This is an optimization exercise on Yosys and OpenROAD, whose aim is small area, a short achievable clock period and few clock cycles per item, not a production implementation.
Where RTL was checked, it was by simulation tests only, not by an equivalence proof against the original.
The RTL of runs 2 and 3 was laid out without a check of its function.

### constraint.sdc
create_clock -name core_clock -period 12.0 [get_ports {clock}]
set_input_delay 2.4000 -clock core_clock [delete_from_list [all_inputs] [get_ports {clock}]]
set_output_delay 2.4000 -clock core_clock [all_outputs]
set_load 0.01 [all_outputs]
### flow/map.abc
&get -n
&st
&dch
&nf {D}
&put
buffer
upsize {D}
dnsize {D}
### flow/run.sh
#!/bin/bash
# Layout flow: the standard flow with these changes:
# - synthesis: the standard flow's synthesis script (flow/synth.tcl) with ABC mapping by flow/map.abc,
#   run into syn/; its netlist is then handed to the standard flow as SYNTH_NETLIST_FILES;
# - the ports are buffered by the smallest buffer cell (buf_1);
# - clock tree synthesis adds no dummy loads and uses clkbuf_8;
# - timing repair aims at a setup slack of SETUP_SLACK_MARGIN.
# Logs: synth.log (synthesis make output), flow.log (the standard flow's make output), and
# ORFS's per-step logs under syn/logs and orfs/logs.
set -euo pipefail
here=$(pwd)
export FLOW_ABC_SCRIPT=$here/flow/map.abc
make -C "$FLOW_HOME" DESIGN_CONFIG="$here/config.mk" WORK_HOME="$here/syn" CLKGATE_MAP_FILE= \
  SYNTH_SCRIPT="$here/flow/synth.tcl" synth > synth.log 2>&1
export SYNTH_NETLIST_FILES=$here/syn/results/$FLOW_PLATFORM/xtea_core/base/1_2_yosys.v
export BUFFER_PORTS_ARGS="-buffer_cell sky130_fd_sc_hd__buf_1"
export CTS_ARGS="-sink_clustering_enable -repair_clock_nets -dont_use_dummy_load -buf_list {sky130_fd_sc_hd__clkbuf_8 sky130_fd_sc_hd__clkbuf_16} -sink_clustering_size 20 -sink_clustering_max_diameter 100"
export SETUP_SLACK_MARGIN=6.8
bash standard.sh > flow.log 2>&1
### standard.sh
#!/bin/bash
# synth_recipe.tcl (not shown) runs the flow's synth.tcl, then flattens the netlist and writes it again
# the make line also repeats each setting of config.mk as NAME=value (left out here)
make -C /OpenROAD-flow-scripts/flow DESIGN_CONFIG=/design/flow/config.mk WORK_HOME=/design/flow/orfs CLKGATE_MAP_FILE= SYNTH_SCRIPT=/design/flow/synth_recipe.tcl "${@:-finish}"
### design.v
module xtea_core (
    input  logic         clock,
    input  logic         reset_n,
    input  logic         in_valid,
    output logic         in_ready,
    input  logic         mode,
    input  logic [31:0]  data_in1,
    input  logic [31:0]  data_in2,
    input  logic [127:0] key_in,
    output logic         out_valid,
    input  logic         out_ready,
    output logic [31:0]  data_out1,
    output logic [31:0]  data_out2,
    output logic         busy
);
    localparam logic [31:0] DELTA   = 32'h9E3779B9;
    logic         prep;     
    logic         run;      
    logic         full;     
    logic         nrdy_a;   
    logic         rdy_b;    
    logic         ph;       
    logic         mode_q;
    logic [31:0]  x;
    logic [31:0]  y;
    logic [5:0]   n;        
    logic [31:0]  kk;       
    logic [127:0] key_q;
    logic         idle;
    logic         prep_nx;
    logic         run_nx;
    logic         full_nx;
    logic         idle_nx;
    logic         accept;
    logic         last;
    logic         fin_dec;
    logic [1:0]   idx;      
    logic [5:0]   n_nx;
    logic         ph_nx;
    logic [1:0]   idx_nx;
    logic [31:0]  sum;      
    logic [31:0]  sums [33];
    logic [31:0]  kw;
    logic [31:0]  mx;
    logic [31:0]  y_new;
    function automatic logic [31:0] add_bk(input logic [31:0] a, input logic [31:0] b,
                                           input logic cin);
        logic [32:0] gg;
        logic [32:0] pp;
        logic [31:0] p;
        p  = a ^ b;
        gg = {a & b, cin};
        pp = {p, 1'b0};
        for (int d = 1; d < 33; d = d * 2) begin
            for (int i = 2 * d - 1; i < 33; i = i + 2 * d) begin
                gg[i] = gg[i] | (pp[i] & gg[i - d]);
                pp[i] = pp[i] & pp[i - d];
            end
        end
        for (int d = 16; d >= 1; d = d / 2) begin
            for (int i = 3 * d - 1; i < 33; i = i + 2 * d) begin
                gg[i] = gg[i] | (pp[i] & gg[i - d]);
                pp[i] = pp[i] & pp[i - d];
            end
        end
        add_bk = p ^ gg[31:0];
    endfunction
    assign idle      = !prep && !run;
    assign in_ready  = !nrdy_a || (rdy_b && out_ready);
    assign accept    = in_valid && in_ready;
    assign out_valid = full;
    assign busy      = prep || run || full;
    for (genvar i = 0; i < 33; i++) begin : g_sum
        assign sums[i] = 32'(i * DELTA);
    end
    assign sum = sums[n];
    always_comb begin
        if (idle) begin
            n_nx   = mode ? 6'd32 : 6'd0;
            ph_nx  = 1'b0;
            idx_nx = mode ? sums[32][12:11] : sums[0][1:0];
        end else begin
            n_nx   = ph ? n : (mode_q ? n - 6'd1 : n + 6'd1);
            ph_nx  = !ph;
            idx_nx = (ph_nx ^ mode_q) ? sums[n_nx][12:11] : sums[n_nx][1:0];
        end
    end
    always_comb begin
        case (idx)
            2'd0:    kw = key_q[127:96];
            2'd1:    kw = key_q[95:64];
            2'd2:    kw = key_q[63:32];
            default: kw = key_q[31:0];
        endcase
    end
    assign mx    = ((y << 4) ^ (y >> 5)) + y;
    assign y_new = x + (mx ^ kk) + {31'd0, mode_q};
    assign last    = !ph && (mode_q ? (n == 6'd0) : n[5]);
    assign fin_dec = last && mode_q;
    assign prep_nx = accept;
    assign run_nx  = prep || (run && !last);
    assign full_nx = (run && last) || (full && !out_ready);
    assign idle_nx = !prep_nx && !run_nx;
    always_ff @(posedge clock or negedge reset_n) begin
        if (!reset_n) begin
            prep   <= 1'b0;
            run    <= 1'b0;
            full   <= 1'b0;
            nrdy_a <= 1'b0;
            rdy_b  <= 1'b0;
        end else begin
            prep   <= prep_nx;
            run    <= run_nx;
            full   <= full_nx;
            nrdy_a <= !(idle_nx && !full_nx);
            rdy_b  <= idle_nx && full_nx;
        end
    end
    always_ff @(posedge clock) begin
        if (accept) begin
            x      <= data_in1;
            y      <= data_in2;
            mode_q <= mode;
        end else if (prep) begin
            if (mode_q) begin
                x <= y;
                y <= x;
            end
        end else if (run) begin
            x <= fin_dec ? y_new : y;
            if (!fin_dec) y <= y_new;
        end
        if (idle) key_q <= key_in;
        n   <= n_nx;
        ph  <= ph_nx;
        idx <= idx_nx;
        kk <= add_bk(sum, kw, 1'b0) ^ {32{mode_q}};
    end
    assign data_out1 = x;
    assign data_out2 = y;
endmodule
### flow/synth.tcl
# The standard flow's synthesis script (synth_recipe.tcl) with one change: Yosys's abc calls map the logic
# with the ABC script named by $::env(FLOW_ABC_SCRIPT) instead of ORFS's abc_speed.script.
proc synth {args} { yosys synth -nofsm -noshare {*}$args }
proc abc {args} {
  set i [lsearch -exact $args -script]
  if {$i >= 0} {
    set args [lreplace $args $i [expr {$i + 1}] -script $::env(FLOW_ABC_SCRIPT)]
  }
  yosys abc {*}$args
}
source $::env(SCRIPTS_DIR)/synth.tcl
# left out here: clear keep_hierarchy, flatten, clean up, hide names made inside functions, write 1_2_yosys.v
### config.mk
export PLATFORM = sky130hd
export DESIGN_NAME = xtea_core
export DESIGN_NICKNAME = xtea_core
export VERILOG_FILES = /design/flow/design.v
export SDC_FILE = /design/flow/constraint.sdc
export NUM_CORES = 4
export LEC_CHECK = 0
export CAP_MARGIN = 20
export CORE_MARGIN = 2
export CORE_UTILIZATION = 40
export SLEW_MARGIN = 20
==> flow_summary.html, run 1 <==
<table>
<tr><th>Metric</th><th>Value</th></tr>
<tr><th colspan="2">CTS</th></tr>
<tr><td>CTS root buf</td><td>sky130_fd_sc_hd__clkbuf_16</td></tr>
<tr><td>Clock buffers created by TritonCTS</td><td>16</td></tr>
<tr><td>Htree depth</td><td>1</td></tr>
<tr><td>Maximum root-to-sink buffer count</td><td>3</td></tr>
<tr><td># clock sinks</td><td>239</td></tr>
<tr><td>TritonCTS clock tree</td><td>yes</td></tr>
<tr><td>Clock transition at path regs</td><td>70 ps</td></tr>
<tr><td>Post-CTS repair timing setup buffer count</td><td>0</td></tr>
<tr><td>Source-to-sink clock delay at the later pin of the worst-skew pair</td><td>510 ps</td></tr>
<tr><td>Post-cts hold buffer count</td><td>0</td></tr>
<tr><th colspan="2">Layout</th></tr>
<tr><td>Post-route design area</td><td>17400 um2</td></tr>
<tr><td>Area growth from synthesis to final layout</td><td>12.5%</td></tr>
<tr><td>Diodes inserted</td><td>0</td></tr>
<tr><td>Number of nets in the layout</td><td>2170</td></tr>
<tr><td>Count of filler cells inserted in the layout</td><td>3753</td></tr>
<tr><td>Ratio of cells with drive above 1 in the final layout</td><td>0.0323</td></tr>
<tr><th colspan="2">Min path</th></tr>
<tr><td>Hold crit path type</td><td>reg2reg</td></tr>
<tr><td>Worst hold path cell count</td><td>1</td></tr>
<tr><th colspan="2">Global routing</th></tr>
<tr><td>Global-route met1 utilization</td><td>0.305</td></tr>
<tr><td>GR Overflow Total</td><td>0</td></tr>
<tr><td>Number of antenna violations at the first check in global routing</td><td>0</td></tr>
<tr><td>Global-route total usage across every layer</td><td>0.229</td></tr>
<tr><td>First-pass GRT wire length</td><td>72.9 mm</td></tr>
<tr><td>Grt met3 use</td><td>0.0252</td></tr>
<tr><td>Pin count of the biggest net entering global routing</td><td>102</td></tr>
<tr><td>Most Used Layer, Global Route</td><td>met2</td></tr>
<tr><td>Met2 global-route usage</td><td>0.387</td></tr>
<tr><td>Via count of the first global-routing pass</td><td>13000</td></tr>
<tr><th colspan="2">Floorplan</th></tr>
<tr><td>Placement row count</td><td>71</td></tr>
<tr><td>Chip width</td><td>200 um</td></tr>
<tr><td>Die Ht</td><td>200 um</td></tr>
<tr><td>Total die area</td><td>40200 um2</td></tr>
<tr><td>Core footprint</td><td>37800 um2</td></tr>
<tr><td>IO Count</td><td>264</td></tr>
<tr><td>Starting density of the core</td><td>0.408</td></tr>
<tr><th colspan="2">Setup path</th></tr>
<tr><td>Worst-path maximum fanout</td><td>2</td></tr>
<tr><td>Req. time, crit path</td><td>9600 ps</td></tr>
<tr><td>Number of cells on the worst reg-to-reg path</td><td>19</td></tr>
<tr><td>Arrival time reported for the critical path endpoint</td><td>2720 ps</td></tr>
<tr><td>Critical path startpoint category</td><td>primary input</td></tr>
<tr><td>Crit. End Element</td><td>output port</td></tr>
<tr><td>Crit path kind</td><td>in2out</td></tr>
<tr><th colspan="2">Timing</th></tr>
<tr><td>Final hold violation count</td><td>0</td></tr>
<tr><td>Worst setup skew after layout</td><td>27.8 ps</td></tr>
<tr><td>Number of pins with negative max-slew slack in the final report</td><td>0</td></tr>
<tr><td>Normalized max-slew margin</td><td>0.296</td></tr>
<tr><td>Transition time at the pin with the least slew margin</td><td>1050 ps</td></tr>
<tr><td>Final worst path period need</td><td>5120 ps</td></tr>
<tr><td>Setup TNS</td><td>0 ps</td></tr>
<tr><td>Part of the cycle the worst path needs</td><td>0.427</td></tr>
<tr><td>Highest clock rate</td><td>195 MHz</td></tr>
<tr><td>Endpoints failing setup</td><td>0</td></tr>
<tr><td>Unrepaired setup endpoints after global routing</td><td>true</td></tr>
<tr><th colspan="2">Route</th></tr>
<tr><td>Drt wl/cell</td><td>19.9 um</td></tr>
<tr><td>Drc violations</td><td>0</td></tr>
<tr><td>Drt pass-1 iters</td><td>7</td></tr>
<tr><td>Via density per instance</td><td>5.50</td></tr>
<tr><td>DRT Wirelength</td><td>47.0 mm</td></tr>
<tr><td>Number of nets with antenna violations after detailed routing</td><td>0</td></tr>
<tr><td>Starting DRT DRC Count</td><td>846</td></tr>
<tr><td>Vias</td><td>13000</td></tr>
<tr><th colspan="2">Logic synthesis</th></tr>
<tr><td>Average footprint of a synthesized cell</td><td>9.48 um2</td></tr>
<tr><td>Synth Net Count</td><td>1941</td></tr>
<tr><td>Synthesized netlist cell count</td><td>1629</td></tr>
<tr><td>Netlist area before placement</td><td>15400 um2</td></tr>
<tr><td>Yosys Warn Count</td><td>0</td></tr>
<tr><th colspan="2">Place</th></tr>
<tr><td>Post-DP HPWL</td><td>37.3 mm</td></tr>
<tr><td>Port bufs</td><td>263</td></tr>
<tr><td>GPL Wtd Cong</td><td>0.990</td></tr>
<tr><td>Area after detailed placement</td><td>16900 um2</td></tr>
<tr><th colspan="2">Status</th></tr>
<tr><td>Result of the run</td><td>complete, no violations</td></tr>
<tr><th colspan="2">Run</th></tr>
<tr><td>Maxcap violations</td><td>0</td></tr>
</table>
-- path summary, 6_finish.rpt --
| kind | from | endpoint | slack, ps |
|---|---|---|---|
| worst max-delay path | out_ready | in_ready | 6880 |
| worst min-delay path | ph | ph | 600 |
| worst max register to register | n[0] | kk[30] | 7120 |
| worst min register to register | ph | ph | 600 |
| max in group asynchronous | reset_n | prep | 10070 |
| min in group asynchronous | reset_n | nrdy_a | 1720 |
-- repair_timing --
action / 4_1_cts / 5_1_grt
endpoints found under the setup margin: 0 / 9
gates resized for setup: 0 / 12
hold endpoints to repair: 0 / 0
-- final cells by class --
type	count	area (um2)	area share
timing repair buffer	278	1100	0.0634
clock buffer	16	400	0.0230
sequential	239	6740	0.388
inverter	37	139	0.00799
tap	511	639	0.0368
multi-input combinational	1286	8350	0.481
-- metal layers --
metal	vias up	routed length [um]
met5	-	0
met3	74	2860
li1	6383	-
met4	0	1740
met2	486	22000
met1	6074	20400
-- critical path, cell delays in order --
cell	delay, ps
sky130_fd_sc_hd__clkbuf_2	90
sky130_fd_sc_hd__nand2_1	50
sky130_fd_sc_hd__nand2_1	50
sky130_fd_sc_hd__buf_2	130
-- sequential cells by signal (all words and copies together) (netlist names) --
signal  flops
ph          1
run         1
idx         2
n           6
y          32
rdy_b       1
prep        1
x          32
kk         32
nrdy_a      1
mode_q      1
key_q     128
full        1
-- metrics by stage --
step | hold WS (ps) | util | instances | setup slack [ps]
3_5_place_dp | 580 | 0.448 | 2351 | 6840
4_1_cts | 593 | 0.458 | 2367 | 6830
6_report | 599 | 0.459 | 2367 | 6880
3_3_place_gp | 564 | 0.448 | 2351 | 6810
2_1_floorplan | 490 | - | 1629 | 7060
5_1_grt | 620 | 0.459 | 2367 | 6740
-- placed cells by master, fill, tap and decap left out, types with 4 or more instances in the layout --
cell	n
sky130_fd_sc_hd__fa_1	18
sky130_fd_sc_hd__clkbuf_16	16
sky130_fd_sc_hd__nand3_1	58
sky130_fd_sc_hd__nor4_1	9
sky130_fd_sc_hd__buf_1	261
sky130_fd_sc_hd__dfxtp_1	41
sky130_fd_sc_hd__a211oi_1	13
sky130_fd_sc_hd__a21oi_1	132
sky130_fd_sc_hd__or3_1	7
sky130_fd_sc_hd__nand2b_1	4
sky130_fd_sc_hd__a21o_1	6
sky130_fd_sc_hd__buf_4	15
sky130_fd_sc_hd__nor2_1	135
sky130_fd_sc_hd__a31oi_1	4
sky130_fd_sc_hd__xnor2_1	99
sky130_fd_sc_hd__o22a_1	10
sky130_fd_sc_hd__inv_1	36
sky130_fd_sc_hd__nor3_1	38
sky130_fd_sc_hd__and3_1	19
sky130_fd_sc_hd__o31ai_1	7
sky130_fd_sc_hd__edfxtp_1	193
sky130_fd_sc_hd__dfrtp_1	5
sky130_fd_sc_hd__nand4_1	27
sky130_fd_sc_hd__o21a_1	21
sky130_fd_sc_hd__xor2_1	75
sky130_fd_sc_hd__nand2_1	220
sky130_fd_sc_hd__a222oi_1	23
sky130_fd_sc_hd__a221o_1	8
sky130_fd_sc_hd__o21ai_0	163
sky130_fd_sc_hd__and2_1	16
sky130_fd_sc_hd__a21boi_0	4
sky130_fd_sc_hd__ha_1	96
sky130_fd_sc_hd__o21ai_1	5
sky130_fd_sc_hd__nor2b_1	4
Testbench counts, summed over its fixed seeds: cycles 25,352, items 384.
==> run 2, diff against run 1 <==
--- a/design.v
+++ b/design.v
@@ -17,8 +17,7 @@
     logic         prep;     
     logic         run;      
     logic         full;     
-    logic         nrdy_a;   
-    logic         rdy_b;    
+    logic         nrdy;     
     logic         ph;       
     logic         mode_q;
     logic [31:0]  x;
@@ -66,7 +65,7 @@
         add_bk = p ^ gg[31:0];
     endfunction
     assign idle      = !prep && !run;
-    assign in_ready  = !nrdy_a || (rdy_b && out_ready);
+    assign in_ready  = !nrdy;
     assign accept    = in_valid && in_ready;
     assign out_valid = full;
     assign busy      = prep || run || full;
@@ -106,14 +105,12 @@
             prep   <= 1'b0;
             run    <= 1'b0;
             full   <= 1'b0;
-            nrdy_a <= 1'b0;
-            rdy_b  <= 1'b0;
+            nrdy   <= 1'b0;
         end else begin
             prep   <= prep_nx;
             run    <= run_nx;
             full   <= full_nx;
-            nrdy_a <= !(idle_nx && !full_nx);
-            rdy_b  <= idle_nx && full_nx;
+            nrdy   <= !(idle_nx && !full_nx);
         end
     end
     always_ff @(posedge clock) begin
--- a/flow/run.sh
+++ b/flow/run.sh
@@ -14,6 +14,6 @@
   SYNTH_SCRIPT="$here/flow/synth.tcl" synth > synth.log 2>&1
 export SYNTH_NETLIST_FILES=$here/syn/results/$FLOW_PLATFORM/xtea_core/base/1_2_yosys.v
 export BUFFER_PORTS_ARGS="-buffer_cell sky130_fd_sc_hd__buf_1"
-export CTS_ARGS="-sink_clustering_enable -repair_clock_nets -dont_use_dummy_load -buf_list {sky130_fd_sc_hd__clkbuf_8 sky130_fd_sc_hd__clkbuf_16} -sink_clustering_size 20 -sink_clustering_max_diameter 100"
-export SETUP_SLACK_MARGIN=6.8
+export CTS_ARGS="-sink_clustering_enable -repair_clock_nets -dont_use_dummy_load -buf_list {sky130_fd_sc_hd__clkbuf_8} -sink_clustering_size 14 -sink_clustering_max_diameter 80"
+export SETUP_SLACK_MARGIN=7.0
 bash standard.sh > flow.log 2>&1
==> flow_summary.html, run 2 <==
<table>
<tr><th>Metric</th><th>Value</th></tr>
<tr><th colspan="2">Route</th></tr>
<tr><td>Drt pass-1 iters</td><td>6 (-1)</td></tr>
<tr><td>DR top layer</td><td>met4</td></tr>
<tr><td>Via density per instance</td><td>5.62 (+2.3%)</td></tr>
<tr><td>Number of nets with antenna violations after detailed routing</td><td>0 (unchanged)</td></tr>
<tr><td>Met3 layer wire length in the routed design</td><td>3.54 mm (+24%)</td></tr>
<tr><td>Drt wl/cell</td><td>21.1 um (+6.0%)</td></tr>
<tr><td>DRT Wirelength</td><td>51.1 mm (+8.6%)</td></tr>
<tr><td>Starting DRT DRC Count</td><td>981 (+16%)</td></tr>
<tr><td>Drc violations</td><td>0 (unchanged)</td></tr>
<tr><td>Routed metal-1 wirelength</td><td>22.0 mm (+7.5%)</td></tr>
<tr><td>Vias</td><td>13600 (+4.8%)</td></tr>
<tr><td>Routed wire length on met2</td><td>24.1 mm (+9.8%)</td></tr>
<tr><th colspan="2">CTS</th></tr>
<tr><td>Maximum root-to-sink buffer count</td><td>3 (unchanged)</td></tr>
<tr><td>TritonCTS clock tree</td><td>yes</td></tr>
<tr><td>Clock buffers created by TritonCTS</td><td>23 (+7)</td></tr>
<tr><td>Source-to-sink clock delay at the later pin of the worst-skew pair</td><td>600 ps (+90 ps)</td></tr>
<tr><td>Clock transition at path regs</td><td>100 ps (+30 ps)</td></tr>
<tr><td># clock sinks</td><td>238 (-0.42%)</td></tr>
<tr><td>CTS root buf</td><td>sky130_fd_sc_hd__clkbuf_8</td></tr>
<tr><td>Htree depth</td><td>1 (unchanged)</td></tr>
<tr><th colspan="2">Timing</th></tr>
<tr><td>Normalized max-slew margin</td><td>0.341 (+0.0445)</td></tr>
<tr><td>Transition time at the pin with the least slew margin</td><td>989 ps (-65.6 ps)</td></tr>
<tr><td>Setup TNS</td><td>0 ps (unchanged)</td></tr>
<tr><td>Unrepaired setup endpoints after global routing</td><td>true</td></tr>
<tr><td>Highest clock rate</td><td>209 MHz (+6.9%)</td></tr>
<tr><td>Final-layout worst hold slack</td><td>586 ps (-13.6 ps)</td></tr>
<tr><td>Part of the cycle the worst path needs</td><td>0.399 (-0.0275)</td></tr>
<tr><td>Worst setup skew after layout</td><td>78.4 ps (+50.6 ps)</td></tr>
<tr><td>Number of pins with negative max-slew slack in the final report</td><td>0 (unchanged)</td></tr>
<tr><td>Endpoints failing setup</td><td>0 (unchanged)</td></tr>
<tr><td>Final hold violation count</td><td>0 (unchanged)</td></tr>
<tr><td>Final worst path period need</td><td>4790 ps (-331 ps)</td></tr>
<tr><td>Setup slack after layout</td><td>7210 ps (+331 ps)</td></tr>
<tr><th colspan="2">Setup path</th></tr>
<tr><td>Critical path startpoint category</td><td>flop</td></tr>
<tr><td>Startpoint of the most critical register-to-register path</td><td>y[9]</td></tr>
<tr><td>Req. time, crit path</td><td>12320 ps (+2720 ps)</td></tr>
<tr><td>Number of cells on the worst reg-to-reg path</td><td>18 (-1)</td></tr>
<tr><td>Crit. End Element</td><td>flop</td></tr>
<tr><td>Arrival time reported for the critical path endpoint</td><td>5120 ps (+2400 ps)</td></tr>
<tr><td>Buf/Inv on CP</td><td>0 (-2)</td></tr>
<tr><td>Worst path top cell family by delay</td><td>compound AO/OA/AOI/OAI gates</td></tr>
<tr><td>Crit path kind</td><td>reg2reg</td></tr>
<tr><td>CP most frequent cell</td><td>sky130_fd_sc_hd__a21oi_1</td></tr>
<tr><td>Delay of the slowest cell on the worst path</td><td>490 ps (+360 ps)</td></tr>
<tr><td>RR Endpoint</td><td>y[26]</td></tr>
<tr><td>Critical path cell sequence</td><td>xor2_1 &gt; ha_1 &gt; a21o_1 &gt; a31o_1 &gt; or2_1 &gt; a31oi_2 &gt; o21bai_1 &gt; a21oi_1 &gt; o21bai_1 &gt; xnor2_2 &gt; ha_2 &gt; nand4_1 &gt; nor2_1 &gt; or4b_1 &gt; a21oi_1 &gt; o21ai_0 &gt; a21oi_1 &gt; o21ai_1</td></tr>
<tr><td>CP max-delay cell</td><td>sky130_fd_sc_hd__edfxtp_1</td></tr>
<tr><td>Worst reg-to-reg setup slack</td><td>7210 ps (+90 ps)</td></tr>
<tr><td>Worst-path maximum fanout</td><td>8 (+6)</td></tr>
<tr><th colspan="2">Global routing</th></tr>
<tr><td>Number of antenna violations at the first check in global routing</td><td>0 (unchanged)</td></tr>
<tr><td>Global-route total usage across every layer</td><td>0.242 (+0.0136)</td></tr>
<tr><td>First-pass GRT wire length</td><td>77.0 mm (+5.6%)</td></tr>
<tr><td>Pin count of the biggest net entering global routing</td><td>99 (-2.9%)</td></tr>
<tr><td>Via count of the first global-routing pass</td><td>13400 (+2.7%)</td></tr>
<tr><td>GR Overflow Total</td><td>0 (unchanged)</td></tr>
<tr><th colspan="2">Layout</th></tr>
<tr><td>Area growth from synthesis to final layout</td><td>13.2%</td></tr>
<tr><td>Ratio of cells with drive above 1 in the final layout</td><td>0.0577 (+0.0254)</td></tr>
<tr><td>Largest register by flop count</td><td>key_q</td></tr>
<tr><td>Final core utilization</td><td>0.460 (+0.000523)</td></tr>
<tr><td>Number of cells in the finished layout apart from fillers</td><td>2425 (+2.5%)</td></tr>
<tr><td>Diodes inserted</td><td>0 (unchanged)</td></tr>
<tr><td>Number of nets in the layout</td><td>2221 (+2.4%)</td></tr>
<tr><td>Commonest cells after routing, fill and taps aside</td><td>sky130_fd_sc_hd__buf_1 (263), sky130_fd_sc_hd__nand2_1 (211), sky130_fd_sc_hd__edfxtp_1 (193), sky130_fd_sc_hd__a21oi_1 (145), sky130_fd_sc_hd__nor2_1 (139)</td></tr>
<tr><td>Number of flip-flops under the largest register name</td><td>128 (unchanged)</td></tr>
<tr><td>Post-route design area</td><td>17800 um2 (+2.5%)</td></tr>
<tr><td>Leading cell type in the layout, fill and taps excluded</td><td>sky130_fd_sc_hd__buf_1</td></tr>
<tr><th colspan="2">Logic synthesis</th></tr>
<tr><td>Yosys Warn Count</td><td>0 (unchanged)</td></tr>
<tr><td>Netlist area before placement</td><td>15700 um2 (+1.9%)</td></tr>
<tr><td>Average footprint of a synthesized cell</td><td>9.49 um2 (+0.13%)</td></tr>
<tr><td>Synthesized netlist cell count</td><td>1658 (+1.8%)</td></tr>
<tr><td>Synth Net Count</td><td>1970 (+1.5%)</td></tr>
<tr><th colspan="2">Place</th></tr>
<tr><td>GPL Wtd Cong</td><td>1.04 (+5.4%)</td></tr>
<tr><td>Area after detailed placement</td><td>17200 um2 (+1.7%)</td></tr>
<tr><td>Post-DP HPWL</td><td>39.8 mm (+6.5%)</td></tr>
<tr><td>Setup slack after placement</td><td>6760 ps (-73.2 ps)</td></tr>
<tr><td>Cell Count Post-Placement</td><td>2385 (+1.4%)</td></tr>
<tr><td>Port bufs</td><td>263 (unchanged)</td></tr>
<tr><th colspan="2">Min path</th></tr>
<tr><td>Hold crit path type</td><td>reg2reg</td></tr>
<tr><td>Worst hold path cell count</td><td>2 (+1)</td></tr>
<tr><td>Endpoint, Worst Hold</td><td>full</td></tr>
<tr><td>Launch instance of the worst min-delay path</td><td>full</td></tr>
<tr><th colspan="2">Floorplan</th></tr>
<tr><td>Placement row count</td><td>72 (+1.4%)</td></tr>
<tr><td>IO Count</td><td>264 (unchanged)</td></tr>
<tr><td>Core footprint</td><td>38700 um2 (+2.4%)</td></tr>
<tr><td>Die Ht</td><td>202 um (+0.93%)</td></tr>
<tr><td>Chip width</td><td>202 um (+0.93%)</td></tr>
<tr><td>Starting density of the core</td><td>0.406 (-0.00179)</td></tr>
<tr><td>Total die area</td><td>40900 um2 (+1.9%)</td></tr>
<tr><th colspan="2">Status</th></tr>
<tr><td>Result of the run</td><td>complete, no violations</td></tr>
<tr><th colspan="2">Run</th></tr>
<tr><td>Maxcap violations</td><td>0 (unchanged)</td></tr>
</table>
==> run 2: how the worst max path moves through the flow <==
stage / from / endpoint / slack (ps) / cells past startpoint
after floorplan: in_valid / x[0] / 7370 / 4
after global placement: n[3] / kk[30] / 6790 / 17
after detailed placement: n[2] / kk[30] / 6760 / 17
after CTS: y[5] / y[31] / 7010 / 19
after global routing: y[3] / y[31] / 6940 / 19
final: y[9] / y[26] / 7210 / 18
==> run 2: layer usage <==
layer | GRT usage | vias to the layer above
li1 | - | 6562
met2 | 0.410 | 595
met5 | 0 | -
met3 | 0.0347 | 87
met1 | 0.323 | 6396
met4 | 0.0670 | 0
==> run 2: cell type report <==
cell class | instances | area [um2]
flip-flops and latches | 238 | 6720
clock buffers | 23 | 317
inverters | 38 | 143
well taps | 518 | 648
multi-input cells | 1314 | 8750
repair buffers | 294 | 1220
fillers | 3760 | 20900
==> run 2: timing repair <==
| item | 4_1_cts | 5_1_grt |
|---|---|---|
| pin swaps | 0 | 4 |
| gates resized for setup | 5 | 30 |
| buffers inserted | 1 | 15 |
| setup endpoints to repair | 9 | 20 |
| hold buffers | 0 | 0 |
==> run 2: worst min-delay path: stages (launching register included) <==
cell	delay, ps
sky130_fd_sc_hd__dfrtp_1	390
sky130_fd_sc_hd__inv_1	70
sky130_fd_sc_hd__o22ai_1	90
==> run 3, diff against run 2 <==
--- a/flow/run.sh
+++ b/flow/run.sh
@@ -15,5 +15,5 @@
 export SYNTH_NETLIST_FILES=$here/syn/results/$FLOW_PLATFORM/xtea_core/base/1_2_yosys.v
 export BUFFER_PORTS_ARGS="-buffer_cell sky130_fd_sc_hd__buf_1"
 export CTS_ARGS="-sink_clustering_enable -repair_clock_nets -dont_use_dummy_load -buf_list {sky130_fd_sc_hd__clkbuf_8} -sink_clustering_size 14 -sink_clustering_max_diameter 80"
-export SETUP_SLACK_MARGIN=7.0
+export SETUP_SLACK_MARGIN=7.3
 bash standard.sh > flow.log 2>&1
==> flow_summary.html, run 3 <==
<table>
<tr><th>Metric</th><th>Value</th></tr>
<tr><th colspan="2">Setup path</th></tr>
<tr><td>Worst path top cell family by delay</td><td>compound AO/OA/AOI/OAI gates</td></tr>
<tr><td>Crit path kind</td><td>reg2reg</td></tr>
<tr><td>Buf/Inv on CP</td><td>1 (+1)</td></tr>
<tr><td>Req. time, crit path</td><td>12290 ps (-30 ps)</td></tr>
<tr><td>Critical path cell sequence</td><td>buf_4 &gt; xor2_1 &gt; ha_1 &gt; a21oi_1 &gt; o21ai_0 &gt; a221o_1 &gt; a31oi_2 &gt; xnor2_1 &gt; ha_1 &gt; a21oi_2 &gt; nor2_1 &gt; a211o_1 &gt; a221o_1 &gt; a31o_2 &gt; and3_1 &gt; o31ai_2 &gt; o21ai_1</td></tr>
<tr><td>Worst-path maximum fanout</td><td>5 (-3)</td></tr>
<tr><td>CP max-delay cell</td><td>sky130_fd_sc_hd__edfxtp_1</td></tr>
<tr><td>Crit. End Element</td><td>flop</td></tr>
<tr><td>Arrival time reported for the critical path endpoint</td><td>4900 ps (-220 ps)</td></tr>
<tr><td>Critical path startpoint category</td><td>flop</td></tr>
<tr><td>Delay of the slowest cell on the worst path</td><td>560 ps (+70 ps)</td></tr>
<tr><th colspan="2">Place</th></tr>
<tr><td>Port bufs</td><td>263 (unchanged)</td></tr>
<tr><td>GPL Wtd Cong</td><td>1.04 (unchanged)</td></tr>
<tr><td>Post-DP HPWL</td><td>39.8 mm (unchanged)</td></tr>
<tr><td>Setup slack after placement</td><td>6760 ps (unchanged)</td></tr>
<tr><th colspan="2">Floorplan</th></tr>
<tr><td>Die Ht</td><td>202 um (unchanged)</td></tr>
<tr><td>Chip width</td><td>202 um (unchanged)</td></tr>
<tr><td>Core footprint</td><td>38700 um2 (unchanged)</td></tr>
<tr><td>Starting density of the core</td><td>0.406 (unchanged)</td></tr>
<tr><td>Placement row count</td><td>72 (unchanged)</td></tr>
<tr><td>IO Count</td><td>264 (unchanged)</td></tr>
<tr><td>Total die area</td><td>40900 um2 (unchanged)</td></tr>
<tr><th colspan="2">Timing</th></tr>
<tr><td>Transition time at the pin with the least slew margin</td><td>982 ps (-6.75 ps)</td></tr>
<tr><td>Highest clock rate</td><td>217 MHz (+3.9%)</td></tr>
<tr><td>Setup TNS</td><td>0 ps (unchanged)</td></tr>
<tr><td>Normalized max-slew margin</td><td>0.345 (+0.00450)</td></tr>
<tr><td>Final hold violation count</td><td>0 (unchanged)</td></tr>
<tr><td>Worst setup skew after layout</td><td>80.6 ps (+2.25 ps)</td></tr>
<tr><td>Setup slack after layout</td><td>7380 ps (+178 ps)</td></tr>
<tr><td>Endpoints failing setup</td><td>0 (unchanged)</td></tr>
<tr><td>Part of the cycle the worst path needs</td><td>0.385 (-0.0148)</td></tr>
<tr><td>Final-layout worst hold slack</td><td>583 ps (-2.16 ps)</td></tr>
<tr><td>Unrepaired setup endpoints after global routing</td><td>true</td></tr>
<tr><td>Number of pins with negative max-slew slack in the final report</td><td>0 (unchanged)</td></tr>
<tr><td>Final worst path period need</td><td>4620 ps (-178 ps)</td></tr>
<tr><th colspan="2">Logic synthesis</th></tr>
<tr><td>Average footprint of a synthesized cell</td><td>9.49 um2 (unchanged)</td></tr>
<tr><td>Yosys Warn Count</td><td>0 (unchanged)</td></tr>
<tr><td>Synthesized netlist cell count</td><td>1658 (unchanged)</td></tr>
<tr><td>Netlist area before placement</td><td>15700 um2 (unchanged)</td></tr>
<tr><td>Synth Net Count</td><td>1970 (unchanged)</td></tr>
<tr><th colspan="2">CTS</th></tr>
<tr><td>Htree depth</td><td>1 (unchanged)</td></tr>
<tr><td>Maximum root-to-sink buffer count</td><td>3 (unchanged)</td></tr>
<tr><td>Clock transition at path regs</td><td>90 ps (about the same)</td></tr>
<tr><td>CTS root buf</td><td>sky130_fd_sc_hd__clkbuf_8</td></tr>
<tr><td>Source-to-sink clock delay at the later pin of the worst-skew pair</td><td>610 ps (about the same)</td></tr>
<tr><td>TritonCTS clock tree</td><td>yes</td></tr>
<tr><td>Post-cts hold buffer count</td><td>0 (unchanged)</td></tr>
<tr><td># clock sinks</td><td>238 (unchanged)</td></tr>
<tr><td>Clock buffers created by TritonCTS</td><td>23 (unchanged)</td></tr>
<tr><th colspan="2">Layout</th></tr>
<tr><td>Ratio of cells with drive above 1 in the final layout</td><td>0.0994 (+0.0417)</td></tr>
<tr><td>Area growth from synthesis to final layout</td><td>16.5%</td></tr>
<tr><td>Number of nets in the layout</td><td>2245 (+1.1%)</td></tr>
<tr><td>Leading cell type in the layout, fill and taps excluded</td><td>sky130_fd_sc_hd__buf_1</td></tr>
<tr><td>Commonest cells after routing, fill and taps aside</td><td>sky130_fd_sc_hd__buf_1 (263), sky130_fd_sc_hd__nand2_1 (207), sky130_fd_sc_hd__edfxtp_1 (193), sky130_fd_sc_hd__nor2_1 (136), sky130_fd_sc_hd__a21oi_1 (129)</td></tr>
<tr><td>Count of filler cells inserted in the layout</td><td>3709 (-1.4%)</td></tr>
<tr><td>Number of flip-flops under the largest register name</td><td>128 (unchanged)</td></tr>
<tr><td>Diodes inserted</td><td>0 (unchanged)</td></tr>
<tr><td>Largest register by flop count</td><td>key_q</td></tr>
<tr><th colspan="2">Global routing</th></tr>
<tr><td>First-pass GRT wire length</td><td>77.8 mm (+0.95%)</td></tr>
<tr><td>Pin count of the biggest net entering global routing</td><td>99 (unchanged)</td></tr>
<tr><td>Number of antenna violations at the first check in global routing</td><td>1 (+1)</td></tr>
<tr><td>Global-route total usage across every layer</td><td>0.245 (+0.00261)</td></tr>
<tr><td>GR Overflow Total</td><td>0 (unchanged)</td></tr>
<tr><td>Via count of the first global-routing pass</td><td>13500 (+0.55%)</td></tr>
<tr><th colspan="2">Status</th></tr>
<tr><td>Result of the run</td><td>complete, no violations</td></tr>
<tr><th colspan="2">Run</th></tr>
<tr><td>Maxcap violations</td><td>0 (unchanged)</td></tr>
<tr><th colspan="2">Route</th></tr>
<tr><td>Starting DRT DRC Count</td><td>1034 (+5.4%)</td></tr>
<tr><td>Drt pass-1 iters</td><td>5 (-1)</td></tr>
<tr><td>DRT Wirelength</td><td>52.0 mm (+1.7%)</td></tr>
<tr><td>Vias</td><td>13800 (+1.2%)</td></tr>
<tr><td>Drc violations</td><td>0 (unchanged)</td></tr>
<tr><td>Drt wl/cell</td><td>21.2 um (+0.75%)</td></tr>
<tr><td>Via density per instance</td><td>5.64 (+0.20%)</td></tr>
<tr><td>Number of nets with antenna violations after detailed routing</td><td>0 (unchanged)</td></tr>
<tr><th colspan="2">Min path</th></tr>
<tr><td>Hold crit path type</td><td>reg2reg</td></tr>
</table>
## run 3: cell count changes in the layout (fill, tap and decap cells not counted), moves of 4 or more
cell,before,now
sky130_fd_sc_hd__a21oi_1,145,129
sky130_fd_sc_hd__a21oi_2,1,15
sky130_fd_sc_hd__buf_4,30,54
sky130_fd_sc_hd__ha_1,91,86
sky130_fd_sc_hd__ha_4,0,6
sky130_fd_sc_hd__nand2_1,211,207
sky130_fd_sc_hd__nand2_2,1,5
sky130_fd_sc_hd__o21ai_0,133,124
sky130_fd_sc_hd__o21ai_1,22,27
sky130_fd_sc_hd__o21ai_2,2,6
sky130_fd_sc_hd__xnor2_1,99,92
sky130_fd_sc_hd__xnor2_2,3,10
## run 3: worst paths after layout
check                           depth (start not counted)    start    end  slack, ps
worst min register to register                          2      run   full        580
max in group asynchronous                               1  reset_n   prep      10170
worst min-delay path                                    2      run   full        580
worst max-delay path                                   17    y[21]  y[31]       7380
worst max register to register                         17    y[21]  y[31]       7380
min in group asynchronous                               1  reset_n   full       1630
## run 3: per-layer routing
layer	vias to the layer above	track usage	wire length, um
met2	615	0.415	24700
met5	-	0	13
met1	6481	0.328	22200
met4	2	0.0639	1370
li1	6617	-	-
met3	87	0.0353	3670
## run 3: worst min-delay path: cells and delay by family, from the launching register on
family,cells,cell delay (ps)
flops,1,420
compound gates,1,60
buf+inv,1,70
## run 3: area by class of cell
cell class	instances	area (um2)	share of cell area
timing repair buffer	318	1400	0.0766
multi-input combinational	1314	9090	0.496
inverter	38	143	0.00778
clock buffer	23	317	0.0173
sequential	238	6730	0.367
tap	518	648	0.0354
## run 3: stage by stage
stage | utilization | cells | instance area [um2]
2_1_floorplan | - | 1658 | 15700
3_3_place_gp | 0.445 | 2385 | 17200
3_5_place_dp | 0.445 | 2385 | 17200
4_1_cts | 0.460 | 2429 | 17800
5_1_grt | 0.473 | 2449 | 18300
6_report | 0.473 | 2449 | 18300
## run 3: repair_timing
action / CTS / global route
endpoints found under the hold margin: 0 / 0
setup endpoints to repair: 33 / 35
cloned: 0 / 0
gates resized for setup: 30 / 88
setup buffers: 21 / 19
pin swaps: 10 / 27
==> run 4, diff against run 3 <==
--- a/design.v
+++ b/design.v
@@ -93,7 +93,7 @@
         endcase
     end
     assign mx    = ((y << 4) ^ (y >> 5)) + y;
-    assign y_new = x + (mx ^ kk) + {31'd0, mode_q};
+    assign y_new = x + (mx ^ kk ^ {32{mode_q}}) + {31'd0, mode_q};
     assign last    = !ph && (mode_q ? (n == 6'd0) : n[5]);
     assign fin_dec = last && mode_q;
     assign prep_nx = accept;
@@ -131,7 +131,7 @@
         n   <= n_nx;
         ph  <= ph_nx;
         idx <= idx_nx;
-        kk <= add_bk(sum, kw, 1'b0) ^ {32{mode_q}};
+        kk <= add_bk(sum, kw, 1'b0);
     end
     assign data_out1 = x;
     assign data_out2 = y;
--- a/flow/run.sh
+++ b/flow/run.sh
@@ -15,5 +15,5 @@
 export SYNTH_NETLIST_FILES=$here/syn/results/$FLOW_PLATFORM/xtea_core/base/1_2_yosys.v
 export BUFFER_PORTS_ARGS="-buffer_cell sky130_fd_sc_hd__buf_1"
 export CTS_ARGS="-sink_clustering_enable -repair_clock_nets -dont_use_dummy_load -buf_list {sky130_fd_sc_hd__clkbuf_8} -sink_clustering_size 14 -sink_clustering_max_diameter 80"
-export SETUP_SLACK_MARGIN=7.3
+export SETUP_SLACK_MARGIN=7.0
 bash standard.sh > flow.log 2>&1
==> flow_summary.html, run 4 <==
<table>
<tr><th>Metric</th><th>Value</th></tr>
<tr><th colspan="2">CTS</th></tr>
<tr><td>Source-to-sink clock delay at the later pin of the worst-skew pair</td><td>630 ps (+20 ps)</td></tr>
<tr><td>Clock buffers created by TritonCTS</td><td>23 (unchanged)</td></tr>
<tr><td>TritonCTS clock tree</td><td>yes</td></tr>
<tr><td># clock sinks</td><td>238 (unchanged)</td></tr>
<tr><td>Htree depth</td><td>1 (unchanged)</td></tr>
<tr><td>Clock transition at path regs</td><td>100 ps (about the same)</td></tr>
<tr><td>CTS root buf</td><td>sky130_fd_sc_hd__clkbuf_8</td></tr>
<tr><td>Maximum root-to-sink buffer count</td><td>3 (unchanged)</td></tr>
<tr><th colspan="2">Layout</th></tr>
<tr><td>Leading cell type in the layout, fill and taps excluded</td><td>sky130_fd_sc_hd__buf_1</td></tr>
<tr><td>Ratio of cells with drive above 1 in the final layout</td><td>0.0450 (-0.0545)</td></tr>
<tr><td>Area occupied by multi-input gates</td><td>8570 um2 (-5.7%)</td></tr>
<tr><td>Diodes inserted</td><td>0 (unchanged)</td></tr>
<tr><td>Area growth from synthesis to final layout</td><td>12.6%</td></tr>
<tr><td>Commonest cells after routing, fill and taps aside</td><td>sky130_fd_sc_hd__buf_1 (263), sky130_fd_sc_hd__nand2_1 (231), sky130_fd_sc_hd__edfxtp_1 (193), sky130_fd_sc_hd__a21oi_1 (124), sky130_fd_sc_hd__nor2_1 (121)</td></tr>
<tr><td>Count of filler cells inserted in the layout</td><td>3791 (+2.2%)</td></tr>
<tr><td>Largest register by flop count</td><td>key_q</td></tr>
<tr><td>Register Area</td><td>6720 um2 (-0.19%)</td></tr>
<tr><td>Number of flip-flops under the largest register name</td><td>128 (unchanged)</td></tr>
<tr><td>Number of nets in the layout</td><td>2166 (-3.5%)</td></tr>
<tr><th colspan="2">Timing</th></tr>
<tr><td>Normalized max-slew margin</td><td>0.398 (+0.0527)</td></tr>
<tr><td>Unrepaired setup endpoints after global routing</td><td>false</td></tr>
<tr><td>Part of the cycle the worst path needs</td><td>0.394 (+0.00955)</td></tr>
<tr><td>Final worst path period need</td><td>4730 ps (+115 ps)</td></tr>
<tr><td>Highest clock rate</td><td>211 MHz (-2.4%)</td></tr>
<tr><td>Number of pins with negative max-slew slack in the final report</td><td>0 (unchanged)</td></tr>
<tr><td>Setup TNS</td><td>0 ps (unchanged)</td></tr>
<tr><td>Transition time at the pin with the least slew margin</td><td>903 ps (-79.1 ps)</td></tr>
<tr><td>Final hold violation count</td><td>0 (unchanged)</td></tr>
<tr><td>Worst setup skew after layout</td><td>108 ps (+27.6 ps)</td></tr>
<tr><td>Endpoints failing setup</td><td>0 (unchanged)</td></tr>
<tr><th colspan="2">Global routing</th></tr>
<tr><td>Pin count of the biggest net entering global routing</td><td>95 (-4.0%)</td></tr>
<tr><td>Number of antenna violations at the first check in global routing</td><td>0 (-1)</td></tr>
<tr><td>First-pass GRT wire length</td><td>73.9 mm (-5.0%)</td></tr>
<tr><td>GR Overflow Total</td><td>0 (unchanged)</td></tr>
<tr><td>Via count of the first global-routing pass</td><td>13100 (-2.4%)</td></tr>
<tr><td>Global-route total usage across every layer</td><td>0.232 (-0.0128)</td></tr>
<tr><th colspan="2">Floorplan</th></tr>
<tr><td>Starting density of the core</td><td>0.404 (-0.00177)</td></tr>
<tr><td>Placement row count</td><td>72 (unchanged)</td></tr>
<tr><td>IO Count</td><td>264 (unchanged)</td></tr>
<tr><td>Total die area</td><td>40600 um2 (-0.88%)</td></tr>
<tr><td>Die Ht</td><td>201 um (-0.44%)</td></tr>
<tr><td>Chip width</td><td>201 um (-0.44%)</td></tr>
<tr><td>Core footprint</td><td>38600 um2 (-0.47%)</td></tr>
<tr><th colspan="2">Min path</th></tr>
<tr><td>Launch instance of the worst min-delay path</td><td>run</td></tr>
<tr><td>Endpoint, Worst Hold</td><td>full</td></tr>
<tr><td>Worst hold path cell count</td><td>2 (unchanged)</td></tr>
<tr><td>Hold crit path type</td><td>reg2reg</td></tr>
<tr><th colspan="2">Setup path</th></tr>
<tr><td>Req. time, crit path</td><td>12450 ps (+160 ps)</td></tr>
<tr><td>Worst path top cell family by delay</td><td>compound AO/OA/AOI/OAI gates</td></tr>
<tr><td>Critical path cell sequence</td><td>xor2_1 &gt; ha_1 &gt; a21oi_1 &gt; o21ai_1 &gt; a21oi_2 &gt; o21ai_0 &gt; xnor2_1 &gt; ha_1 &gt; nand2_1 &gt; o21ai_0 &gt; o21bai_1 &gt; a21oi_1 &gt; o21ai_0 &gt; a21oi_1 &gt; xnor2_1 &gt; mux2i_1 &gt; o21ai_0</td></tr>
<tr><td>Startpoint of the most critical register-to-register path</td><td>y[11]</td></tr>
<tr><td>Cell depth of the worst setup path</td><td>17 (unchanged)</td></tr>
<tr><td>Buf/Inv on CP</td><td>0 (-1)</td></tr>
<tr><td>Delay of the slowest cell on the worst path</td><td>570 ps (about the same)</td></tr>
<tr><td>Arrival time reported for the critical path endpoint</td><td>5180 ps (+280 ps)</td></tr>
<tr><td>Worst-path maximum fanout</td><td>7 (+2)</td></tr>
<tr><td>CP most frequent cell</td><td>sky130_fd_sc_hd__o21ai_0</td></tr>
<tr><td>Crit path kind</td><td>reg2reg</td></tr>
<tr><td>Crit. End Element</td><td>flop</td></tr>
<tr><td>Critical path startpoint category</td><td>flop</td></tr>
<tr><td>CP max-delay cell</td><td>sky130_fd_sc_hd__edfxtp_1</td></tr>
<tr><td>Worst setup startpoint</td><td>y[11]</td></tr>
<tr><td>RR Endpoint</td><td>y[27]</td></tr>
<tr><td>Worst reg-to-reg setup slack</td><td>7270 ps (-110 ps)</td></tr>
<tr><td>Number of cells on the worst reg-to-reg path</td><td>17 (unchanged)</td></tr>
<tr><th colspan="2">Route</th></tr>
<tr><td>Drt pass-1 iters</td><td>7 (+2)</td></tr>
<tr><td>DRT Wirelength</td><td>48.0 mm (-7.6%)</td></tr>
<tr><td>Drc violations</td><td>0 (unchanged)</td></tr>
<tr><td>Number of nets with antenna violations after detailed routing</td><td>0 (unchanged)</td></tr>
<tr><td>Vias</td><td>13300 (-3.7%)</td></tr>
<tr><td>Via density per instance</td><td>5.62 (-0.24%)</td></tr>
<tr><td>Starting DRT DRC Count</td><td>942 (-8.9%)</td></tr>
<tr><td>Drt wl/cell</td><td>20.3 um (-4.3%)</td></tr>
<tr><th colspan="2">Logic synthesis</th></tr>
<tr><td>Netlist area before placement</td><td>15600 um2 (-0.90%)</td></tr>
<tr><td>Synth Net Count</td><td>1917 (-2.7%)</td></tr>
<tr><td>Yosys Warn Count</td><td>0 (unchanged)</td></tr>
<tr><td>Average footprint of a synthesized cell</td><td>9.75 um2 (+2.8%)</td></tr>
<tr><td>Synthesized netlist cell count</td><td>1599 (-3.6%)</td></tr>
<tr><th colspan="2">Place</th></tr>
<tr><td>GPL Wtd Cong</td><td>0.929 (-11%)</td></tr>
<tr><td>Port bufs</td><td>263 (unchanged)</td></tr>
<tr><td>Post-DP HPWL</td><td>38.5 mm (-3.3%)</td></tr>
<tr><th colspan="2">Run</th></tr>
<tr><td>Maxcap violations</td><td>0 (unchanged)</td></tr>
<tr><th colspan="2">Status</th></tr>
<tr><td>Result of the run</td><td>complete, no violations</td></tr>
</table>
[run 4: repair_timing]
item	4_1_cts	5_1_grt
hold buffers	0	0
gates resized for setup	0	16
buffers inserted	0	7
endpoints found under the hold margin	0	0
setup endpoints to repair	0	26
[run 4: worst max path at each step]
stage               endpoint
global route           y[30]
finish                 y[27]
global placement      kk[29]
detailed placement    kk[29]
CTS                    x[31]
floorplan               busy
[run 4: through the flow]
stage	instances	setup slack, ps	area (um2)	utilization	hold WS (ps)
CTS	2357	7010	17400	0.452	600
floorplan	1599	7470	15600	-	521
finish	2364	7270	17600	0.455	601
global placement	2334	6940	17100	0.444	566
detailed placement	2334	6950	17100	0.444	579
global route	2364	7010	17600	0.455	655
[run 4: final cells by class]
class,count,share of cell area
multi-input combinational,1259,0.488
timing repair buffer,283,0.0650
inverter,43,0.00919
tap,518,0.0369
sequential,238,0.383
clock buffer,23,0.0180
[run 4: metal layers]
layer	global-route usage	wire, um	up-vias
met2	0.380	22000	510
met3	0.0350	3080	93
met5	0	0	-
met4	0.0801	1620	0
li1	-	-	6388
met1	0.313	21300	6300
[run 4: worst reg2reg max path: stages, from the launching register on]
cell and delay (ps):
sky130_fd_sc_hd__edfxtp_1 570, sky130_fd_sc_hd__xor2_1 230, sky130_fd_sc_hd__ha_1 360, sky130_fd_sc_hd__a21oi_1 240, sky130_fd_sc_hd__o21ai_1 110, sky130_fd_sc_hd__a21oi_2 260
sky130_fd_sc_hd__o21ai_0 200, sky130_fd_sc_hd__xnor2_1 210, sky130_fd_sc_hd__ha_1 440, sky130_fd_sc_hd__nand2_1 80, sky130_fd_sc_hd__o21ai_0 380, sky130_fd_sc_hd__o21bai_1 180
sky130_fd_sc_hd__a21oi_1 110, sky130_fd_sc_hd__o21ai_0 450, sky130_fd_sc_hd__a21oi_1 200, sky130_fd_sc_hd__xnor2_1 260, sky130_fd_sc_hd__mux2i_1 100, sky130_fd_sc_hd__o21ai_0 240
Testbench counts of run 4, summed over its fixed seeds: cycles 25,728, items 384.
==> run 5, diff against run 4 <==
--- a/flow/run.sh
+++ b/flow/run.sh
@@ -15,5 +15,5 @@
 export SYNTH_NETLIST_FILES=$here/syn/results/$FLOW_PLATFORM/xtea_core/base/1_2_yosys.v
 export BUFFER_PORTS_ARGS="-buffer_cell sky130_fd_sc_hd__buf_1"
 export CTS_ARGS="-sink_clustering_enable -repair_clock_nets -dont_use_dummy_load -buf_list {sky130_fd_sc_hd__clkbuf_8} -sink_clustering_size 14 -sink_clustering_max_diameter 80"
-export SETUP_SLACK_MARGIN=7.0
+export SETUP_SLACK_MARGIN=7.6
 bash standard.sh > flow.log 2>&1
==> flow_summary.html, run 5 <==
<table>
<tr><th>Metric</th><th>Value</th></tr>
<tr><th colspan="2">Global routing</th></tr>
<tr><td>Pin count of the biggest net entering global routing</td><td>102 (+7.4%)</td></tr>
<tr><td>Number of antenna violations at the first check in global routing</td><td>0 (unchanged)</td></tr>
<tr><td>GR Overflow Total</td><td>0 (unchanged)</td></tr>
<tr><td>Global-route total usage across every layer</td><td>0.237 (+0.00486)</td></tr>
<tr><td>First-pass GRT wire length</td><td>75.6 mm (+2.3%)</td></tr>
<tr><td>Via count of the first global-routing pass</td><td>13200 (+0.24%)</td></tr>
<tr><th colspan="2">Floorplan</th></tr>
<tr><td>Core footprint</td><td>38600 um2 (unchanged)</td></tr>
<tr><td>Chip width</td><td>201 um (unchanged)</td></tr>
<tr><td>Placement row count</td><td>72 (unchanged)</td></tr>
<tr><td>Die Ht</td><td>201 um (unchanged)</td></tr>
<tr><td>IO Count</td><td>264 (unchanged)</td></tr>
<tr><td>Total die area</td><td>40600 um2 (unchanged)</td></tr>
<tr><td>Starting density of the core</td><td>0.404 (unchanged)</td></tr>
<tr><th colspan="2">Status</th></tr>
<tr><td>Result of the run</td><td>complete, no violations</td></tr>
<tr><th colspan="2">Layout</th></tr>
<tr><td>Count of filler cells inserted in the layout</td><td>3660 (-3.5%)</td></tr>
<tr><td>Number of flip-flops under the largest register name</td><td>128 (unchanged)</td></tr>
<tr><td>Largest register by flop count</td><td>key_q</td></tr>
<tr><td>Diodes inserted</td><td>0 (unchanged)</td></tr>
<tr><td>Ratio of cells with drive above 1 in the final layout</td><td>0.159 (+0.114)</td></tr>
<tr><td>Commonest cells after routing, fill and taps aside</td><td>sky130_fd_sc_hd__buf_1 (263), sky130_fd_sc_hd__nand2_1 (211), sky130_fd_sc_hd__edfxtp_1 (193), sky130_fd_sc_hd__nor2_1 (113), sky130_fd_sc_hd__buf_4 (99)</td></tr>
<tr><td>Leading cell type in the layout, fill and taps excluded</td><td>sky130_fd_sc_hd__buf_1</td></tr>
<tr><td>Number of nets in the layout</td><td>2248 (+3.8%)</td></tr>
<tr><td>Area growth from synthesis to final layout</td><td>22.4%</td></tr>
<tr><th colspan="2">CTS</th></tr>
<tr><td>Maximum root-to-sink buffer count</td><td>3 (unchanged)</td></tr>
<tr><td>Htree depth</td><td>1 (unchanged)</td></tr>
<tr><td>Post-cts hold buffer count</td><td>0 (unchanged)</td></tr>
<tr><td>Source-to-sink clock delay at the later pin of the worst-skew pair</td><td>600 ps (-30 ps)</td></tr>
<tr><td>TritonCTS clock tree</td><td>yes</td></tr>
<tr><td>Clock transition at path regs</td><td>100 ps (about the same)</td></tr>
<tr><td>Clock buffers created by TritonCTS</td><td>23 (unchanged)</td></tr>
<tr><td># clock sinks</td><td>238 (unchanged)</td></tr>
<tr><td>CTS root buf</td><td>sky130_fd_sc_hd__clkbuf_8</td></tr>
<tr><th colspan="2">Place</th></tr>
<tr><td>GPL Wtd Cong</td><td>0.989 (+6.4%)</td></tr>
<tr><td>Post-DP HPWL</td><td>38.4 mm (-0.30%)</td></tr>
<tr><td>Port bufs</td><td>263 (unchanged)</td></tr>
<tr><th colspan="2">Setup path</th></tr>
<tr><td>Delay of the slowest cell on the worst path</td><td>500 ps (-70 ps)</td></tr>
<tr><td>Worst-path maximum fanout</td><td>5 (-2)</td></tr>
<tr><td>Critical path cell sequence</td><td>buf_4 &gt; xor2_1 &gt; ha_4 &gt; a21oi_2 &gt; o21ai_0 &gt; a21oi_2 &gt; o41ai_4 &gt; a21oi_1 &gt; xnor2_2 &gt; ha_1 &gt; nand2_1 &gt; nor2_4 &gt; nand2_2 &gt; nor4_4 &gt; a21oi_2 &gt; o31ai_2 &gt; xnor2_2 &gt; mux2i_1 &gt; o21ai_1</td></tr>
<tr><td>Arrival time reported for the critical path endpoint</td><td>4760 ps (-420 ps)</td></tr>
<tr><td>Crit. End Element</td><td>flop</td></tr>
<tr><td>Worst path top cell family by delay</td><td>compound AO/OA/AOI/OAI gates</td></tr>
<tr><td>Buf/Inv on CP</td><td>1 (+1)</td></tr>
<tr><td>Req. time, crit path</td><td>12320 ps (-130 ps)</td></tr>
<tr><td>CP max-delay cell</td><td>sky130_fd_sc_hd__edfxtp_1</td></tr>
<tr><td>Critical path startpoint category</td><td>flop</td></tr>
<tr><td>Crit path kind</td><td>reg2reg</td></tr>
<tr><td>CP most frequent cell</td><td>sky130_fd_sc_hd__a21oi_2</td></tr>
<tr><th colspan="2">Route</th></tr>
<tr><td>Number of nets with antenna violations after detailed routing</td><td>0 (unchanged)</td></tr>
<tr><td>Vias</td><td>13700 (+3.0%)</td></tr>
<tr><td>DRT Wirelength</td><td>50.1 mm (+4.5%)</td></tr>
<tr><td>Drt wl/cell</td><td>20.5 um (+0.98%)</td></tr>
<tr><td>Drt pass-1 iters</td><td>7 (unchanged)</td></tr>
<tr><td>Via density per instance</td><td>5.59 (-0.49%)</td></tr>
<tr><td>Drc violations</td><td>0 (unchanged)</td></tr>
<tr><td>Starting DRT DRC Count</td><td>996 (+5.7%)</td></tr>
<tr><th colspan="2">Logic synthesis</th></tr>
<tr><td>Average footprint of a synthesized cell</td><td>9.75 um2 (unchanged)</td></tr>
<tr><td>Yosys Warn Count</td><td>0 (unchanged)</td></tr>
<tr><td>Synthesized netlist cell count</td><td>1599 (unchanged)</td></tr>
<tr><td>Netlist area before placement</td><td>15600 um2 (unchanged)</td></tr>
<tr><td>Synth Net Count</td><td>1917 (unchanged)</td></tr>
<tr><th colspan="2">Timing</th></tr>
<tr><td>Endpoints failing setup</td><td>0 (unchanged)</td></tr>
<tr><td>Final hold violation count</td><td>0 (unchanged)</td></tr>
<tr><td>Setup TNS</td><td>0 ps (unchanged)</td></tr>
<tr><td>Unrepaired setup endpoints after global routing</td><td>true</td></tr>
<tr><td>Worst setup skew after layout</td><td>67.7 ps (-40.6 ps)</td></tr>
<tr><td>Highest clock rate</td><td>225 MHz (+6.6%)</td></tr>
<tr><td>Final worst path period need</td><td>4440 ps (-292 ps)</td></tr>
<tr><td>Normalized max-slew margin</td><td>0.386 (-0.0120)</td></tr>
<tr><td>Part of the cycle the worst path needs</td><td>0.370 (-0.0244)</td></tr>
<tr><td>Number of pins with negative max-slew slack in the final report</td><td>0 (unchanged)</td></tr>
<tr><td>Transition time at the pin with the least slew margin</td><td>921 ps (+18.1 ps)</td></tr>
<tr><th colspan="2">Min path</th></tr>
<tr><td>Hold crit path type</td><td>reg2reg</td></tr>
<tr><th colspan="2">Run</th></tr>
<tr><td>Maxcap violations</td><td>0 (unchanged)</td></tr>
</table>
==> run 5: cell count changes in the layout (fill, tap and decap cells not counted), moves of 14 or more <==
| cell | change |
|---|---|
| sky130_fd_sc_hd__a21oi_1 | -26 |
| sky130_fd_sc_hd__a21oi_2 | +21 |
| sky130_fd_sc_hd__buf_4 | +80 |
| sky130_fd_sc_hd__ha_1 | -27 |
| sky130_fd_sc_hd__ha_4 | +14 |
| sky130_fd_sc_hd__nand2_1 | -20 |
| sky130_fd_sc_hd__nand2_2 | +15 |
| sky130_fd_sc_hd__o21ai_0 | -20 |
==> run 5: path summary, 6_finish.rpt <==
check                           startpoint  endpoint  slack, ps  depth (start not counted)
max in group asynchronous          reset_n      prep      10150                          1
worst max register to register        y[6]     y[31]       7560                         19
worst min-delay path                  full      full        590                          2
worst max-delay path                  y[6]     y[31]       7560                         19
min in group asynchronous          reset_n      full       1640                          1
worst min register to register        full      full        590                          2
==> run 5: timing repair <==
| action | CTS | global route |
|---|---|---|
| endpoints found under the setup margin | 49 | 39 |
| gates resized for setup | 53 | 172 |
| buffers inserted | 22 | 67 |
| pin swaps | 15 | 72 |
==> run 5: area by class of cell <==
type / instances / area [um2] / area share
flip-flops and latches: 238 / 6740 / 0.353
clock buffers: 23 / 317 / 0.0166
inverters: 43 / 170 / 0.00892
well taps: 518 / 648 / 0.0340
multi-input cells: 1259 / 9440 / 0.494
repair buffers: 365 / 1770 / 0.0929
==> run 5: stage by stage <==
stage | util | hold WS [ps] | setup WS (ps) | std cells | area [um2]
after floorplan | - | 521 | 7620 | 1599 | 15600
after global placement | 0.444 | 567 | 6760 | 2334 | 17100
after detailed placement | 0.444 | 575 | 6900 | 2334 | 17100
after CTS | 0.462 | 596 | 7610 | 2379 | 17800
after global routing | 0.495 | 633 | 7410 | 2446 | 19100
final | 0.495 | 589 | 7560 | 2446 | 19100
==> run 5: tightest hold or removal path, delay by kind of cell (launching register included) <==
kind                   cells  cell delay, ps
buffers and inverters      1              70
AO/OA/AOI/OAI              1              90
flip-flops                 1             390
==> run 5: layer usage <==
layer / vias up / wire length (um) / GRT usage
li1: 6549 / - / -
met1: 6443 / 21800 / 0.328
met2: 601 / 22900 / 0.386
met3: 91 / 3800 / 0.0340
met4: 0 / 1710 / 0.0693
met5: - / 0 / 0

[re-timing with driven ports]
The results above use ideal ports. As a check the final layouts listed here were re-extracted and re-timed, cells and wires unchanged. Step 1 sets driving cells, clkbuf_16 on the clock port and buf_2 on the other inputs (assumed; they add their load-dependent delay and slew). Step 2 also shifts input and output timing later by t, the mid clock arrival at the registers, as if the neighbouring blocks saw the same clock. a / b / c = no drivers / after step 1 / after step 2; a / b = the first two.
run	shift t [ns]	slack for setup (ns)	cell pins on the clock port's net
run 1	0.555	6.876 / 6.854 / 6.854	1
run 2	0.613	7.207 / 7.207 / 7.207	1
run 3	0.619	7.385 / 7.385 / 7.385	1
run 4	0.624	7.270 / 7.270 / 7.270	1
run 5	0.616	7.562 / 7.562 / 7.562	1
After both steps setup and hold are still met in every run listed. The setup slack of run 1, which loses most, moves by -0.022 ns with the drivers and by -0.022 ns with both steps.
